What follows belongs to an exercise in optimizing a design on an open flow for a short achievable clock period and few clock cycles per item; a production flow would make more cautious choices. In this exercise RTL edits were held to simulation tests only and were not proved equivalent to the original. Power is estimated from default activity; no workload was simulated.

Design rv_exec_top, start of the top module:
module rv_exec_top
#(
  parameter int XLEN = XLEN_DEFAULT
) (
  input  logic            in_clk,
  input  logic            in_rst,
  input  logic            instr_valid_i,
  output logic                 instr_ready_o,
  input  logic [4:0]        op_i,
  input  logic [4:0]      rd_i,
  input  logic [4:0]      rs1_i,
  input  logic [4:0]      rs2_i,
  input  logic [XLEN-1:0] imm_i,
  input  logic [XLEN-1:0] pc_i,
  output logic                 res_valid_o,
  input  logic            res_ready_i,
  output logic [4:0]           res_rd_o,
  output logic [XLEN-1:0]      res_data_o
);
Size: ~8,500 cells after synthesis, roughly 130 I/O pins, ~100,000 um^2 of cells after synthesis.
clock: 5.5 ns
lec_check: 0
cap_margin: 50
core_margin: 2
core_utilization: 65
cts_cluster_diameter: 120
cts_cluster_size: 20
setup_slack_margin: 3.2
slew_margin: 50
synth_hierarchical: 1
run.sh (not shown) runs the stock make flow with config.mk's settings and CLKGATE_MAP_FILE= SYNTH_SCRIPT=/design/flow/synth_recipe.tcl, a recipe that flattens the netlist after the stock synthesis.
Testbench counts at the start, summed over its fixed seeds: cycles 12,106, items 12,000.
Rerun with:
Settings changed: CORE_UTILIZATION 65 to 63, CTS_CLUSTER_DIAMETER 120 to 100.
Result: Hold slack improves by 0.017 ns; clock skew went up by 0.0038 ns; sequential share of layout area is lower by 0.11 points; sequential power stays flat; first-iteration DRC count goes down by 3.5%; final cell count increases by 0.56%; cell area stays flat.

* * *

== job 104 ==
Another version of the RTL of rv_exec_top (not shown whole).
Size in the first run: roughly 8600 cells after synthesis, roughly 0.10 mm² of cells after synthesis.
Design rv_exec_top, start of the top module:
module rv_exec_top
#(
  parameter int XLEN = XLEN_DEFAULT
) (
  input  logic            in_clk,
  input  logic            in_rst,
  input  logic            instr_valid_i,
  output logic                 instr_ready_o,
  input  logic [4:0]        op_i,
  input  logic [4:0]      rd_i,
  input  logic [4:0]      rs1_i,
  input  logic [4:0]      rs2_i,
  input  logic [XLEN-1:0] imm_i,
  input  logic [XLEN-1:0] pc_i,
  output logic                 res_valid_o,
  input  logic            res_ready_i,
  output logic [4:0]           res_rd_o,
  output logic [XLEN-1:0]      res_data_o
);
clock: 5.5 ns
lec_check: 0
cap_margin: 20
core_margin: 2
core_utilization: 65
cts_cluster_diameter: 100
cts_cluster_size: 20
setup_slack_margin: 3.2
slew_margin: 20
synth_hierarchical: 1
Testbench counts of job 104, summed over its fixed seeds: cycles 12,106, items 12,000.
Input changes introduced in job 103 (baseline for comparison: job 104):
# job 104
export LEC_CHECK = 0
export CAP_MARGIN = 20
export CORE_MARGIN = 2
export CORE_UTILIZATION = 65
export CTS_CLUSTER_DIAMETER = 100
export CTS_CLUSTER_SIZE = 20
export SETUP_SLACK_MARGIN = 3.2
export SLEW_MARGIN = 20
export SYNTH_HIERARCHICAL = 1
create_clock -name core_clock -period 5.5 [get_ports {in_clk}]
# job 103
export LEC_CHECK = 0
export CAP_MARGIN = 50
export CORE_MARGIN = 2
export CORE_UTILIZATION = 65
export CTS_CLUSTER_DIAMETER = 100
export CTS_CLUSTER_SIZE = 20
export SETUP_SLACK_MARGIN = 3.2
export SLEW_MARGIN = 50
export SYNTH_HIERARCHICAL = 1
create_clock -name core_clock -period 5.5 [get_ports {in_clk}]
[summary]
Summary — portion of total power attributed to combinational logic, job 103 relative to job 104: higher, by 0.4 points.
[compare] base=job 104 new=job 103: non-clock buffer total of the final layout rose about 4.7%; met2 routed wirelength dropped 0.38%; horizontal die dimension shows no meaningful change; routed wire length on met3 saw little to no change.
First-iteration DRC count delta (job 103 − job 104): favourable

* * *

Setup of north:
Another version of the RTL of rv_exec_top (not shown whole).
Size: ~130 I/O pins.
Settings: LEC_CHECK=0, CAP_MARGIN=20, CORE_MARGIN=2, CORE_UTILIZATION=72, CTS_CLUSTER_DIAMETER=100, CTS_CLUSTER_SIZE=20, SETUP_SLACK_MARGIN=3.2, SLEW_MARGIN=20, SYNTH_HIERARCHICAL=1; clock period 5.5 ns.
north ended with every stage complete and zero timing, DRC or antenna violations.
Testbench counts of north, summed over its fixed seeds: cycles 12,106, items 12,000.
#### Input delta (east over north)
- swapping 20 for 50 in SLEW_MARGIN
- swapping 20 for 50 in CAP_MARGIN
--- outcome ---
east ran to completion and came out clean on the timing, design-rule and antenna checks. Diff east and north: instance area after placement higher in east. [compare] base=north new=east: total placed cells including tap cells neither gained nor lost much, via count decreased 632, portion of total power attributed to sequential cells grew by 0.2 points. Final area of east is on par with north. Between east and north, it is east whose final cycle utilization of the critical path is lower, by 0.88 points. Comparing north with east, the combinational power came out essentially unchanged. STATUS sum of routed wire length over all layers: east wins against north. east gives less DRC violation total after the first TritonRoute iteration than north did.

==> static timing again, ports no longer ideal <==
No port has a modelled driver above. Below, the same layouts with a new extraction and two added sets of constraints. Step 1 sets driving cells, clkbuf_16 on the clock port and buf_2 on the other inputs (assumed; they add their load-dependent delay and slew). Step 2, shift: input delay + t, output delay - t, t = (earliest + latest rising clock arrival at the registers) / 2. This alone moves slack from input paths to output paths. Slacks: ideal ports / drivers / drivers and shift; pairs: ideal ports / drivers.
run	t (ns)	setup slack, ns	worst setup path at the end	worst data-port slew with drivers (ns)
the first run of note 1	0.888	3.083 / 2.998 / 2.386	input to register	0.11
the second run of note 1	0.912	3.069 / 2.984 / 2.426	input to register	0.12
job 104	0.895	3.059 / 3.000 / 2.384	input to register	0.15
job 103	0.890	3.083 / 3.008 / 2.416	input to register	0.18
north	0.867	2.988 / 2.988 / 2.435	input to register	0.10
east	0.871	3.036 / 3.031 / 2.426	input to register	0.08
After both steps every run listed still meets setup and hold. The setup slack of the first run of note 1, which loses most, moves by -0.085 ns with the drivers and by -0.697 ns with both steps.
